Background: an optimization exercise with open tools, aiming at small area and a short achievable clock period. Do not read the settings as production practice.
Where RTL was checked, it was by simulation tests only, not by an equivalence proof against the original.
Power and IR drop assume default switching activity.

== job 1643 ==
==> module branch_decode, before the edit <==
module branch_decode (
  input  logic                               w_IssueFifoFire_1,
  input  logic                               rstn,
  input  logic                               i_pkt_valid,
  input  logic [branch_pkg::packet_w-1:0]    i_pkt,
  output logic                               o_dec_valid,
  output logic [branch_pkg::packet_w-1:0]    o_dec,
  output logic [branch_pkg::slot_count-1:0]  o_taken      
);
  localparam int W = branch_pkg::inst_w;
  localparam int N = branch_pkg::slot_count;
  function automatic logic [1:0] cmp32(input logic [31:0] a, input logic [31:0] b);
    logic [31:0] e, l;
    e = ~(a ^ b);
    l = ~a & b;
    l[31] = a[31] & ~b[31];
    for (int lv = 0; lv < 5; lv++) begin
      for (int k = 0; k < 32; k++) begin
        if (k % (2 << lv) == 0) begin
          l[k] = l[k+(1<<lv)] | (e[k+(1<<lv)] & l[k]);
          e[k] = e[k+(1<<lv)] & e[k];
        end
      end
    end
    cmp32 = {e[0], l[0]};
  endfunction
  logic [N-1:0] taken;
  always_comb begin
    for (int i = 0; i < N; i++) begin
      logic [1:0] el;
      logic [1:0] c;
      el = cmp32(i_pkt[W*i+branch_pkg::opl_lsb +: 32], i_pkt[W*i+branch_pkg::opr_lsb +: 32]);
      c  = i_pkt[W*i+branch_pkg::cond_lsb +: 2];
      taken[i] = (i_pkt[W*i+branch_pkg::op_lsb +: 3] == branch_pkg::op_bjp) &&
                 (c[1] ? (el[0] ^ c[0]) : (el[1] ^ c[0]));
    end
  end
  always_ff @(posedge w_IssueFifoFire_1 or negedge rstn) begin
    if (!rstn) begin
      o_dec_valid <= 1'b0;
    end else begin
      o_dec_valid <= i_pkt_valid;
    end
  end
  always_ff @(posedge w_IssueFifoFire_1) begin
    o_dec   <= i_pkt;
    o_taken <= taken;
  end
endmodule
Settings: LEC_CHECK=0, CAP_MARGIN=20, CORE_AREA=4 4 996 216, CTS_CLUSTER_DIAMETER=50, CTS_CLUSTER_SIZE=25, DIE_AREA=0 0 1000 220, SETUP_SLACK_MARGIN=5, SLEW_MARGIN=20; clock period 8.0 ns.
standard.sh (not shown) runs the stock make flow with config.mk's settings and CLKGATE_MAP_FILE= SYNTH_SCRIPT=/design/flow/synth_recipe.tcl, a recipe that flattens the netlist after the stock synthesis.
==> flow/flow/run.sh <==
#!/bin/bash
# Standard ORFS layout, except that every port gets a small buf_1 as its
# buffer instead of the default pick (clkdlybuf4s50_1), which is larger
# and slower.
set -uo pipefail
bash standard.sh \
  'BUFFER_PORTS_ARGS=-buffer_cell sky130_fd_sc_hd__buf_1' \
  finish > standard.log 2>&1
The following lists how job 5953 was set up differently from job 1643:
==> flow/design.v, changed modules only <==
module branch_decode (
  input  logic                               w_IssueFifoFire_1,
  input  logic                               rstn,
  input  logic                               i_pkt_valid,
  input  logic [branch_pkg::packet_w-1:0]    i_pkt,
  output logic                               o_dec_valid,
  output logic [branch_pkg::packet_w-1:0]    o_dec,
  output logic [branch_pkg::slot_count-1:0]  o_taken      
);
  localparam int W = branch_pkg::inst_w;
  localparam int N = branch_pkg::slot_count;
  function automatic logic [1:0] cmp32(input logic [31:0] a, input logic [31:0] b);
    logic [31:0] d, l;
    d = a ^ b;
    l = b;
    l[31] = a[31];
    for (int lv = 0; lv < 5; lv++) begin
      for (int k = 0; k < 32; k++) begin
        if (k % (2 << lv) == 0) begin
          l[k] = d[k+(1<<lv)] ? l[k+(1<<lv)] : l[k];
          d[k] = d[k+(1<<lv)] | d[k];
        end
      end
    end
    cmp32 = {~d[0], d[0] & l[0]};
  endfunction
  logic [N-1:0] taken;
  always_comb begin
    for (int i = 0; i < N; i++) begin
      logic [1:0] el;
      logic [1:0] c;
      el = cmp32(i_pkt[W*i+branch_pkg::opl_lsb +: 32], i_pkt[W*i+branch_pkg::opr_lsb +: 32]);
      c  = i_pkt[W*i+branch_pkg::cond_lsb +: 2];
      taken[i] = (i_pkt[W*i+branch_pkg::op_lsb +: 3] == branch_pkg::op_bjp) &&
                 (c[1] ? (el[0] ^ c[0]) : (el[1] ^ c[0]));
    end
  end
  always_ff @(posedge w_IssueFifoFire_1 or negedge rstn) begin
    if (!rstn) begin
      o_dec_valid <= 1'b0;
    end else begin
      o_dec_valid <= i_pkt_valid;
    end
  end
  always_ff @(posedge w_IssueFifoFire_1) begin
    o_dec   <= i_pkt;
    o_taken <= taken;
  end
endmodule
==> comparison <==
Job 5953 had finished all stages when the layout checks came back failing, citing antenna violations.
Relative to job 1643, fmax decreased by 6.7% in job 5953.
From job 1643 to job 5953 the numbers moved as follows: area of the mapped netlist went down, final-layout non-clock buffer area share went down.
~same post-layout total power in job 5953 and job 1643
Between job 5953 and job 1643, the post-synthesis sequential area ratio is higher for job 5953.
The final reports for job 5953 and job 1643 show number of nets still failing antenna checks after routing higher in the former.
Taking job 1643 as the reference, in job 5953 detailed-routing wirelength on met1 up 21%; synthesis-to-finish area growth went up; clock input transition at the sequential cells of the worst setup and hold paths saw a decrease.
Only the layout flow was run in job 5953; the RTL was not checked for function there.

re-timing with driven ports:
No port has a modelled driver above. Below, the same layouts with a new extraction and two added sets of constraints.
Step 1 assumes that a clkbuf_16 drives the clock port and a buf_2 every other input.
Step 2 times the ports against the registers' clock, not the clock port: input delays grow and output delays shrink by t, the midpoint of the rising clock arrivals with the driver on.
a / b / c = ideal ports / drivers / drivers and shift; a / b = the first two.
| run | shift t [ns] | setup WS [ns] | worst hold slack (ns) | pins driven straight from the clock port |
|---|---|---|---|---|
| job 1643 | 0.953 | 4.929 / 4.815 / 4.054 | 0.303 / 0.303 / 0.303 | 1 |
| job 5953 | 0.930 | 4.710 / 4.646 / 3.845 | 0.272 / 0.272 / 0.272 | 1 |
For job 1643, which loses most, drivers alone change the setup slack by -0.114 ns; drivers and shift together by -0.875 ns.
